Source: an optimization exercise on an open RTL-to-GDS flow (aim: small area, a short achievable clock period and few clock cycles). Production flows keep margins and buffers that such runs may drop. Only simulation tests tie the RTL to the original design; equivalence was not proved. Power is estimated from default activity; no workload was simulated.

[design/flow/run.sh]
#!/bin/bash
# synth_recipe.tcl (not shown) runs the flow's synth.tcl, then flattens the netlist and writes it again
# the make line also repeats each setting of config.mk as NAME=value (left out here)
make -C /OpenROAD-flow-scripts/flow DESIGN_CONFIG=/design/flow/config.mk WORK_HOME=/design/flow/orfs CLKGATE_MAP_FILE= SYNTH_SCRIPT=/design/flow/synth_recipe.tcl finish
[design/flow/config.mk]
export PLATFORM = sky130hd
export DESIGN_NAME = dfs_parent_tree_adjacency_matrix
export DESIGN_NICKNAME = dfs_parent_tree_adjacency_matrix
export VERILOG_FILES = /design/flow/design.v
export SDC_FILE = /design/flow/constraint.sdc
export NUM_CORES = 4
export LEC_CHECK = 0
export CAP_MARGIN = 20
export CORE_MARGIN = 2
export CORE_UTILIZATION = 40
export SLEW_MARGIN = 20
[design/flow/constraint.sdc]
create_clock -name core_clock -period 6.0 [get_ports {i_clk}]
set_input_delay 1.2000 -clock core_clock [delete_from_list [all_inputs] [get_ports {i_clk}]]
set_output_delay 1.2000 -clock core_clock [all_outputs]
set_load 0.01 [all_outputs]
[design/flow/design.v]
`timescale 1ns / 1ps
package dfs_pkg;
    localparam int MAX_VERTICES = 32;
    localparam int VIDX_W       = $clog2(MAX_VERTICES);
    localparam int CNT_W        = VIDX_W + 1;
    typedef enum logic {
        OP_LOAD   = 1'b0,
        OP_SEARCH = 1'b1
    } t_op;
    typedef struct packed {
        t_op                       op;
        logic [VIDX_W-1:0]         row_index;
        logic [MAX_VERTICES-1:0]   row_bits;
        logic [VIDX_W-1:0]         start_vertex;
    } t_item;
    typedef struct packed {
        logic [VIDX_W-1:0] vertex;
        logic [VIDX_W-1:0] parent;
        logic              reached;
        logic              last;
    } t_result;
endpackage
`timescale 1ns / 1ps
module dfs_ram #(
    parameter int WIDTH = 32,
    parameter int DEPTH = 32,
    parameter int AW    = $clog2(DEPTH)
) (
    input  logic                   i_clk,
    input  logic                   i_we,
    input  logic [AW-1:0]          i_waddr,
    input  logic [WIDTH-1:0]       i_wdata,
    output logic [DEPTH*WIDTH-1:0] o_rows
);
    logic [WIDTH-1:0] r_mem [0:DEPTH-1];
    always_ff @(posedge i_clk) begin
        if (i_we) begin
            r_mem[i_waddr] <= i_wdata;
        end
    end
    genvar g;
    generate
        for (g = 0; g < DEPTH; g++) begin : g_out
            assign o_rows[g*WIDTH +: WIDTH] = r_mem[g];
        end
    endgenerate
endmodule
`timescale 1ns / 1ps
module dfs_search (
    input  logic        i_clk,
    input  logic        i_rst_n,
    input  logic [5:0]  i_num_raw,
    input  logic        i_valid,
    output logic        o_ready,
    input  logic        i_op,
    input  logic [4:0]  i_row_index,
    input  logic [31:0] i_row_bits,
    input  logic [4:0]  i_start,
    output logic        o_res_valid,
    input  logic        i_res_ready,
    output logic [15:0] o_res_data,
    output logic        o_res_last
);
    function automatic logic [31:0] f_sor(input logic [31:0] x);
        logic [31:0] s;
        s = x;
        s = s | (s >> 1);
        s = s | (s >> 2);
        s = s | (s >> 4);
        s = s | (s >> 8);
        s = s | (s >> 16);
        f_sor = s;
    endfunction
    function automatic logic [31:0] f_por(input logic [31:0] x);
        logic [31:0] s;
        s = x;
        s = s | (s << 1);
        s = s | (s << 2);
        s = s | (s << 4);
        s = s | (s << 8);
        s = s | (s << 16);
        f_por = s;
    endfunction
    function automatic logic [31:0] f_high(input logic [31:0] x);
        f_high = x & ~(f_sor(x) >> 1);
    endfunction
    function automatic logic [31:0] f_low(input logic [31:0] x);
        f_low = x & ~(f_por(x) << 1);
    endfunction
    function automatic logic [4:0] f_enc(input logic [31:0] oh);
        logic [4:0] e;
        e = '0;
        for (int i = 0; i < 32; i++) begin
            for (int b = 0; b < 5; b++) begin
                if ((i >> b) & 1) e[b] = e[b] | oh[i];
            end
        end
        f_enc = e;
    endfunction
    function automatic logic [23:0] f_pop4(input logic [31:0] x);
        logic [23:0] r;
        for (int g = 0; g < 8; g++) begin
            r[g*3 +: 3] = 3'(x[g*4]) + 3'(x[g*4+1]) + 3'(x[g*4+2]) + 3'(x[g*4+3]);
        end
        f_pop4 = r;
    endfunction
    function automatic logic [5:0] f_sum8(input logic [23:0] r);
        logic [3:0] a0, a1, a2, a3;
        logic [4:0] b0, b1;
        a0 = 4'(r[2:0])   + 4'(r[5:3]);
        a1 = 4'(r[8:6])   + 4'(r[11:9]);
        a2 = 4'(r[14:12]) + 4'(r[17:15]);
        a3 = 4'(r[20:18]) + 4'(r[23:21]);
        b0 = 5'(a0) + 5'(a1);
        b1 = 5'(a2) + 5'(a3);
        f_sum8 = 6'(b0) + 6'(b1);
    endfunction
    logic [5:0]  nn;
    logic [4:0]  nm1;
    logic [31:0] nmask;
    always_comb begin
        if (i_num_raw == 6'd0)       nn = 6'd1;
        else if (i_num_raw > 6'd32)  nn = 6'd32;
        else                         nn = i_num_raw;
        nm1 = 5'(nn - 6'd1);
        for (int i = 0; i < 32; i++) nmask[i] = (6'(i) < nn);
    end
    logic        st_idle, st_run, st_done;
    logic        rdy;
    logic        pend_v;
    logic [4:0]  pend_s;
    logic [31:0] cur;         
    logic        cur_v;
    logic [31:0] tf, f1;      
    logic [159:0] sm;         
    logic [31:0] am;          
    logic [5:0]  cmem;        
    logic [31:0] wp;          
    logic [5:0]  cnt;         
    logic [31:0] visited, dirty, reached;
    logic [159:0] par;
    logic        chk;         
    logic [31:0] hp;          
    logic [23:0] hpc;         
    logic [5:0]  mr;          
    logic [4:0]  srcb;        
    logic        kp;          
    logic        rep;         
    logic        o_v, o_last;
    logic [4:0]  o_k;
    logic [31:0] o_r;
    logic [159:0] o_p;
    logic        fire, ld, srch;
    logic [1023:0] rows;
    assign o_ready = rdy;
    assign fire    = i_valid & rdy;
    assign ld      = fire & ~i_op;
    assign srch    = fire & i_op;
    dfs_ram #(.WIDTH(32), .DEPTH(32)) u_rows (
        .i_clk   (i_clk),
        .i_we    (ld),
        .i_waddr (i_row_index),
        .i_wdata (i_row_bits),
        .o_rows  (rows)
    );
    logic out_free, take, copy;
    assign take     = o_v & i_res_ready;
    assign out_free = ~o_v | (i_res_ready & o_last);
    assign copy     = st_done & out_free;
    assign o_res_valid = o_v;
    assign o_res_last  = o_last;
    assign o_res_data  = {5'd0, o_r[0], o_p[4:0] & {5{o_r[0]}}, o_k};
    logic        start;
    logic        s_ok;
    logic [31:0] s_oh;
    logic        st_idle_n, st_done_n, pend_v_n;
    logic        fin;
    assign start = pend_v & (st_idle | copy);
    assign s_ok  = (6'(pend_s) < nn);
    assign s_oh  = 32'd1 << pend_s;
    logic [4:0]  bcur;
    logic [31:0] vis_new, rowc, hits, h_hi, hrest;
    logic        fresh, hits_any;
    logic [31:0] hb1, hb2, hb3;
    logic        ge2, ge3, ge4;
    logic [5:0]  room;
    logic        unsafe;
    logic [31:0] dead_old, dead_new;
    logic [31:0] tf_hi;
    logic [31:0] f1a_n, f1t;
    logic        f1_any_n, f1_any_o, f1t_dead, top_killed_pop;
    logic [31:0] a_s, a_above, a_hi;
    logic        a_any;
    logic [4:0]  mem_val;
    logic [31:0] mem_oh;
    logic        top_killed, mpop_p, fdone;
    logic        f1_nz, tf_nz, f1_small;
    logic [31:0] lo1, lo2, lo3, fb1, fb2, fb3, f1_sp, wp2, wp3;
    logic [4:0]  lob1, lob2, lob3;
    logic        ld1, ld2, ld3, s1, s2, s3, sp_base;
    logic [1:0]  nsp;
    logic        stall, proc, pop, mpop;
    logic [5:0]  pcnt;
    logic        drop;
    logic [5:0]  mcut;
    logic [31:0] l1, l2;
    logic [31:0] eq_cur, eq_src;
    logic [5:0]  cnt_p0, cnt_p1, cnt_p2, cnt_m1;
    always_comb begin
        bcur     = f_enc(cur);
        vis_new  = visited | cur;
        fresh    = ~|(cur & visited);
        for (int j = 0; j < 32; j++) begin
            logic acc;
            acc = 1'b0;
            for (int i = 0; i < 32; i++) acc = acc | (cur[i] & rows[i*32 + j]);
            rowc[j] = acc;
        end
        hits     = rowc & nmask & ~vis_new;
        hits_any = |hits;
        h_hi     = f_high(hits);
        hrest    = hits & ~h_hi;
        hb1      = f_por(hits) << 1;             
        hb2      = f_por(hits & hb1) << 1;       
        hb3      = f_por(hits & hb2) << 1;       
        ge2      = |(hits & hb1);
        ge3      = |(hits & hb2);
        ge4      = |(hits & hb3);
        room     = nn - cnt;
        unsafe   = ge4 | (ge2 & (room == 6'd1)) | (ge3 & (room == 6'd2));
        cnt_p0   = cnt;
        cnt_p1   = cnt + 6'd1;
        cnt_p2   = cnt + 6'd2;
        cnt_m1   = cnt - 6'd1;
        dead_old = visited & ~dirty;
        dead_new = vis_new & ~dirty;
        tf_nz    = |tf;
        f1_nz    = |f1;
        tf_hi    = f_high(tf);
        f1a_n    = f1 & ~dead_new;
        f1_any_n = |f1a_n;
        f1_any_o = |(f1 & ~dead_old);
        f1t      = f_high(f1);
        f1t_dead = |(f1t & dead_old);
        a_s      = f_sor(am);
        a_above  = a_s >> 1;
        a_hi     = am & ~a_above;
        a_any    = a_s[0];
        mem_val  = '0;
        for (int i = 0; i < 32; i++) mem_val = mem_val | (sm[i*5 +: 5] & {5{a_hi[i]}});
        mem_oh   = 32'd1 << mem_val;
        for (int i = 0; i < 32; i++) begin
            eq_cur[i] = (sm[i*5 +: 5] == bcur);
            eq_src[i] = (sm[i*5 +: 5] == srcb);
        end
        top_killed = |(a_hi & ((fresh ? eq_cur : 32'd0) | (kp ? eq_src : 32'd0)));
        top_killed_pop = |(a_hi & (kp ? eq_src : 32'd0));
        fb1      = f_por(f1) << 1;
        fb2      = f_por(f1 & fb1) << 1;
        fb3      = f_por(f1 & fb2) << 1;
        lo1      = f1 & ~fb1;
        lo2      = f1 & fb1 & ~fb2;
        lo3      = f1 & fb2 & ~fb3;
        f1_small = ~|(f1 & fb3);                 
        lob1     = f_enc(lo1);
        lob2     = f_enc(lo2);
        lob3     = f_enc(lo3);
        ld1      = |(lo1 & dead_old);
        ld2      = |(lo2 & dead_old);
        ld3      = |(lo3 & dead_old);
        wp2      = wp << 1;
        wp3      = wp << 2;
        stall    = st_run & ~chk & ~rep & cur_v & tf_nz & f1_nz & ~(f1_small & ~|(f1 & cur));
        proc     = st_run & ~chk & ~rep & cur_v & ~stall;
        pop      = st_run & ~chk & ~rep & ~cur_v;
        sp_base  = stall | rep | proc;
        s1       = sp_base & f1_nz & ~(proc & |(lo1 & cur));
        s2       = s1 & (|lo2) & ~(proc & |(lo2 & cur));
        s3       = s2 & (|lo3) & ~(proc & |(lo3 & cur));
        nsp      = 2'(s1) + 2'(s2) + 2'(s3);
        f1_sp    = f1 & ~(s1 ? lo1 : 32'd0) & ~(s2 ? lo2 : 32'd0) & ~(s3 ? lo3 : 32'd0);
        mpop_p   = ~tf_nz & ~f1_any_n & a_any & ~top_killed;
        fdone    = ~tf_nz & ~f1_any_n & ~a_any;
        mpop     = (proc & ~hits_any & mpop_p) |
                   (pop & ~f1_any_o & a_any & ~top_killed_pop);
        pcnt     = f_sum8(hpc);
        drop     = chk & (pcnt > (nn - cnt));
        mcut     = rep ? mr : (nn - cnt);
        l1       = f_low(hp);
        l2       = f_low(hp & ~l1);
    end
    always_comb begin
        fin       = (proc & ~hits_any & fdone) | (pop & ~f1_any_o & ~a_any);
        st_idle_n = st_idle;
        st_done_n = st_done;
        pend_v_n  = pend_v;
        if (srch) pend_v_n = 1'b1;
        if (start) begin
            pend_v_n  = 1'b0;
            st_idle_n = 1'b0;
            st_done_n = ~s_ok;
        end else if (copy) begin
            st_idle_n = 1'b1;
            st_done_n = 1'b0;
        end else if (fin) begin
            st_done_n = 1'b1;
        end
    end
    always_ff @(posedge i_clk) begin
        if (!i_rst_n) begin
            st_idle <= 1'b1;
            st_run  <= 1'b0;
            st_done <= 1'b0;
            pend_v  <= 1'b0;
            rdy     <= 1'b1;
            o_v     <= 1'b0;
        end else begin
            st_idle <= st_idle_n;
            st_done <= st_done_n;
            pend_v  <= pend_v_n;
            rdy     <= (st_idle_n | st_done_n) & ~pend_v_n;
            if (srch) pend_s <= i_start;
            if (copy) begin
                o_v    <= 1'b1;
                o_k    <= 5'd0;
                o_last <= (nm1 == 5'd0);
                o_r    <= reached;
                o_p    <= par;
            end else if (take) begin
                o_k    <= o_k + 5'd1;
                o_last <= ((o_k + 5'd1) == nm1);
                o_r    <= {1'b0, o_r[31:1]};
                o_p    <= {5'd0, o_p[159:5]};
                if (o_last) o_v <= 1'b0;
            end
            if (start) begin
                st_run  <= s_ok;
                cur     <= s_oh;
                cur_v   <= s_ok;
                tf      <= '0;
                f1      <= '0;
                am      <= '0;
                cmem    <= '0;
                wp      <= 32'd1;
                cnt     <= '0;
                visited <= '0;
                dirty   <= '0;
                reached <= s_ok ? s_oh : 32'd0;
                for (int i = 0; i < 32; i++) begin
                    if (s_oh[i]) par[i*5 +: 5] <= pend_s;
                end
                chk     <= 1'b0;
                kp      <= 1'b0;
                rep     <= 1'b0;
            end else if (st_run) begin
                if (fin) st_run <= 1'b0;
                begin
                    logic [31:0] a1, kill;
                    a1 = am;
                    if (mpop) a1 = am & a_above;
                    kill = (kp & ~chk) ? eq_src : 32'd0;
                    for (int i = 0; i < 32; i++) begin
                        if (s1 & wp[i]) begin
                            am[i]          <= ~ld1;
                            sm[i*5 +: 5]   <= lob1;
                        end else if (s2 & wp2[i]) begin
                            am[i]          <= ~ld2;
                            sm[i*5 +: 5]   <= lob2;
                        end else if (s3 & wp3[i]) begin
                            am[i]          <= ~ld3;
                            sm[i*5 +: 5]   <= lob3;
                        end else begin
                            am[i]          <= a1[i] & ~kill[i];
                        end
                    end
                    if (mpop) begin
                        cmem <= {1'b0, f_enc(a_hi)};
                        wp   <= a_hi;
                    end else begin
                        cmem <= cmem + 6'(nsp);
                        wp   <= (nsp == 2'd0) ? wp : (nsp == 2'd1) ? wp2 : (nsp == 2'd2) ? wp3 : (wp << 3);
                    end
                end
                if (chk) begin
                    chk <= 1'b0;
                    kp  <= kp & ~drop;
                    if (drop) begin
                        dirty <= dirty | (32'd1 << srcb);
                        cnt   <= nn - 6'd1;
                    end else begin
                        cnt   <= cnt + pcnt - 6'd1;
                    end
                end else if (!rep) begin
                    kp  <= proc & fresh;
                end
                if (drop | rep) begin
                    logic [31:0] base;
                    base = rep ? tf : 32'd0;
                    if (mcut == 6'd1) begin
                        cur   <= l1;
                        cur_v <= 1'b1;
                        tf    <= base;
                        rep   <= 1'b0;
                    end else if (mcut == 6'd2) begin
                        cur   <= l2;
                        cur_v <= 1'b1;
                        tf    <= base | l1;
                        rep   <= 1'b0;
                    end else begin
                        cur_v <= 1'b0;
                        tf    <= base | l1 | l2;
                        hp    <= hp & ~(l1 | l2);
                        mr    <= mcut - 6'd2;
                        rep   <= 1'b1;
                    end
                    f1 <= f1_sp;
                end else if (stall) begin
                    f1 <= f1_sp;
                end else if (proc) begin
                    visited <= vis_new;
                    reached <= reached | hits;
                    for (int i = 0; i < 32; i++) begin
                        if (hits[i]) par[i*5 +: 5] <= bcur;
                    end
                    hp   <= hits;
                    hpc  <= f_pop4(hits);
                    srcb <= bcur;
                    if (hits_any) begin
                        f1    <= f1_sp | tf;
                        cur   <= h_hi;
                        cur_v <= 1'b1;
                        tf    <= hrest;
                        if (unsafe) begin
                            chk <= 1'b1;
                        end else begin
                            cnt <= ge3 ? cnt_p2 : ge2 ? cnt_p1 : cnt_p0;
                        end
                    end else if (tf_nz) begin
                        f1    <= f1_sp;
                        cur   <= tf_hi;
                        cur_v <= 1'b1;
                        tf    <= tf & ~tf_hi;
                        cnt   <= cnt_m1;
                    end else begin
                        f1    <= mpop_p ? 32'd0 : f1_sp;
                        cur   <= mem_oh;
                        cur_v <= mpop_p;
                        if (mpop_p) cnt <= {1'b0, f_enc(a_hi)};
                    end
                end else if (!chk) begin
                    tf <= '0;
                    if (f1_any_o) begin
                        f1    <= f1 & ~f1t;
                        cnt   <= cnt_m1;
                        cur   <= f1t;
                        cur_v <= ~f1t_dead;
                    end else if (a_any & ~top_killed_pop) begin
                        f1    <= '0;
                        cur   <= mem_oh;
                        cur_v <= 1'b1;
                        cnt   <= {1'b0, f_enc(a_hi)};
                    end else if (!a_any) begin
                        f1    <= '0;
                        cur_v <= 1'b0;
                    end
                end
            end
        end
    end
endmodule
`timescale 1ns / 1ps
module dfs_parent_tree_adjacency_matrix (
    input  logic        i_clk,
    input  logic        i_rst_n,
    input  logic        i_cfg_we,
    input  logic [5:0]  i_cfg_wdata,       
    input  logic        s_axis_tvalid,
    output logic        s_axis_tready,
    input  logic [47:0] s_axis_tdata,      
    input  logic        s_axis_tuser,      
    output logic        m_axis_tvalid,
    input  logic        m_axis_tready,
    output logic [15:0] m_axis_tdata,      
    output logic        m_axis_tlast
);
    logic [5:0] r_num_vertices;
    always_ff @(posedge i_clk) begin
        if (!i_rst_n) begin
            r_num_vertices <= 6'd32;
        end else if (i_cfg_we) begin
            r_num_vertices <= i_cfg_wdata;
        end
    end
    dfs_search u_search (
        .i_clk         (i_clk),
        .i_rst_n       (i_rst_n),
        .i_num_raw     (r_num_vertices),
        .i_valid       (s_axis_tvalid),
        .o_ready       (s_axis_tready),
        .i_op          (s_axis_tuser),
        .i_row_index   (s_axis_tdata[4:0]),
        .i_row_bits    (s_axis_tdata[36:5]),
        .i_start       (s_axis_tdata[41:37]),
        .o_res_valid   (m_axis_tvalid),
        .i_res_ready   (m_axis_tready),
        .o_res_data    (m_axis_tdata),
        .o_res_last    (m_axis_tlast)
    );
endmodule
==> notes.md <==
Hold WC Path Type reg2reg; DP HPWL 348 mm; dpl cell area 113,000 sq um; Int Pwr 23,900 uW; Worst-Skew Late Latency 0.95 ns; post-route cell area 123,000 sq um; Fin Clk Skew 0.136 ns; peak supply drop 0.000404 V; Crit path required time 6.73 ns; worst setup path class reg2reg; crit start category register; Final Routed Wirelength 490 mm; EDFF count, synth 1,880; RSZ-0062 raised after global routing true; Post-Syn Area 96,500 sq um; Core ar. 240,000 sq um; grt total ovfl 0; Final ANT Viol Nets 0; H-tree depth 4; reg2reg setup slack -0.63 ns; commonest non-fill, non-tap cell in the layout edfxtp_1; Wirelength per Cell 36.2 um; share of the yosys chip area belonging to registers 58.8%; CTS Buffer Depth 3; Net Sw Frac 25.4%; Distinct cells, synth 105; die area 245,000 sq um; Power Dens Cells 259 nW/um^2; Switch Pwr 8100 uW; CTS clk-pin slew, worst paths 0.07 ns; PnR worst setup slack -0.631 ns; hold slack 0.457 ns; Clock Sinks 1,892; final setup TNS -188.23 ns; min Tclk post-route 6.63 ns; endpoint class of the critical path register; num rows 180; Die Y-Extent 495 um; setup violators final 810; Least-Margin Pin Slew 1.25 ns; total power 32,000 uW; clock share of power 42.8%; Synth top area share 58.5%; Area Growth Syn to Fin 27.7%; status finished with violations; Ports 79; relative slew slack 16.7%; Comb power frac 10.7%; Pre-antenna DRT Iters 9; area leader, netlist edfxtp_1; CTS tree done; Final #Nets 10.3k; Via-to-Cell Ratio 6.51; top cells by area, synth edfxtp_1 59%, a22oi_1 4.4%, nand2_1 4.4%; via count 88.1k; PortBufs 67; FFs w/ async S/R, synth 0%; initial core utilization 40.2%; CTS buffer count 203; number of DRC markers in iteration 0 14.2k; Remaining DRCs 0; Avg Cell Area, Syn 11.0 sq um; synth warn 3; total track usage 38.7%; vias in the first global route 82.5k; worst-path fanout max 8; Max-Cap Viols 0; f_max 151 MHz; Main synth FF type edfxtp_1; largest net degree at the start of global routing 200; final max-slew violation count 0; Seq pwr share 46.5%; Synth Instances 8,782; Failed Checks negative setup slack; share of layout cells above drive strength 1 24.2%; Root Buffer clkbuf_16; Final period util 111%; highest-count cells in the layout ignoring fill and taps 1,880 x edfxtp_1, 1,540 x buf_4, 1,104 x nand2_1; Yosys reg bits 1,892; initial antenna violation count 37; Leak Pwr 0.0447 uW; Fin. Hold Viols 0; DIE WIDTH 495 um; Arr. time, crit path 7.36 ns; Placer Congestion 1.10; pre-CTS WS -0.976 ns; first-pass GRT wire length 663 mm
[worst max-delay path: stages (launching register included)]
cell and delay, ns:
edfxtp_1 0.52, buf_6 0.18, or4_4 0.48, buf_4 0.18, nor4_1 0.52, and2_1 0.25
o2111ai_1 0.14, or4_4 0.57, a22oi_2 0.24, nand2_1 0.08, or4_4 0.44, a222oi_1 0.41
nand4_1 0.16, buf_4 0.19, o211ai_1 0.15, buf_4 0.20, a31oi_4 0.10, inv_2 0.08
fa_2 0.46, nand2b_4 0.20, nand2_8 0.13, clkbuf_16 0.19, nor2_1 0.04, or3_1 0.39
a21oi_2 0.14
[registers in the layout (all words and copies together) (netlist names), 160 cells and up]
| signal | flops |
|---|---|
| u_search.sm | 160 |
| u_search.par | 160 |
| u_search.o_p | 160 |
| u_search.u_rows.r_mem | 1024 |
[stage by stage]
stage                     instances  utilization (%)
final                         13500             51.3
after global routing          13500             51.3
after CTS                     13500             50.8
after detailed placement      13000             47.1
after global placement        13000             47.1
after floorplan                8786                -
[Yosys cell counts, types with 83 or more instances]
| cell type | number |
|---|---|
| edfxtp_1 | 1880 |
| nand2_1 | 1122 |
| nor2_1 | 673 |
| a22oi_1 | 568 |
| a21oi_1 | 487 |
| clkbuf_1 | 468 |
| o21ai_0 | 385 |
| nand4_1 | 251 |
| nand3_1 | 233 |
| nor3_1 | 208 |
| xor2_1 | 205 |
| inv_1 | 179 |
| mux2i_1 | 172 |
| xnor2_1 | 155 |
| nor4_1 | 142 |
| a31oi_1 | 133 |
| o22ai_1 | 123 |
| buf_1 | 117 |
| or3_1 | 83 |
[what timing repair did]
action	4_1_cts	5_1_grt
hold buffers	0	0
pin swaps	68	55
endpoints found under the setup margin	873	873
resized for setup	224	231
gates cloned	5	7
setup buffers	56	35
[per-layer routing]
metal  share of wire [%]  GRT usage, %  vias to the layer above
met4                 4.7          15.2                       20
met1                  40          54.5                    44200
li1                    -             -                    36300
met5               0.024             0                        -
met2                  42          55.9                     6429
met3                  13          11.1                     1085
[layout make-up]
class / instances / area, sq um
fill: 21400 / 117000
sequential: 1892 / 56700
multi-input combinational: 6037 / 38500
timing repair buffer: 1837 / 16000
clock buffer: 238 / 5210
tap: 3185 / 3990
clock inverter: 139 / 2040
inverter: 185 / 701
antenna: 18 / 45.0
[power by group through the flow]
stage	Clock [uW]	Sequential (uW)	Combinational, uW
3_3_place_gp	0	15100	3060
3_5_place_dp	0	15100	3080
6_report	13700	14900	3420
5_1_grt	14200	14900	3530
2_1_floorplan	0	15100	1420
4_1_cts	13700	14900	3190
[cell families (layout without fill, tap and decap cells)]
kind of cell | Yosys count | count (layout) | share of synthesized area (%)
and+or+nand+nor | 3128 | 3128 | 15.4
DFF | 1892 | 1892 | 58.8
other | 1 | 23 | 0.00389
AOI/OAI and AO/OA | 2256 | 2256 | 15.6
buffers and inverters | 857 | 2399 | 3.50
muxes | 185 | 185 | 1.94
xor gates and xnor gates | 360 | 360 | 3.27
adders and majority gates | 103 | 103 | 1.53
[worst paths after layout]
| kind | start | end | cells after the start |
|---|---|---|---|
| min reg2reg | u_search.par[74] | u_search.o_p[74] | 2 |
| max reg2reg | u_search.f1[2] | u_search.wp[21] | 24 |
| max | u_search.f1[2] | u_search.wp[21] | 24 |
| min | u_search.par[74] | u_search.o_p[74] | 2 |
Testbench counts, summed over its fixed seeds: cycles 19,230.

## port drivers added, routing unchanged
The flow's constraints put no driver on any port. The routed layout listed below was extracted and timed again, unchanged, in two steps. Step 1, drivers: a clkbuf_16 drives i_clk and a buf_2 each remaining input, both assumed. Step 2 also shifts input and output timing later by t, the mid clock arrival at the registers, as if the neighbouring blocks saw the same clock. Slacks: no drivers / after step 1 / after step 2; pairs: no drivers / after step 1.
t, ns: 0.980
setup slack, ns: -0.631 / -0.631 / -0.631
worst setup path at the end: register to register
clock arrival spread, ns: 0.136 / 0.137
worst data-port slew with drivers (ns): 0.23
For this run, drivers alone change the setup slack by 0.000 ns; drivers and shift together by 0.000 ns.
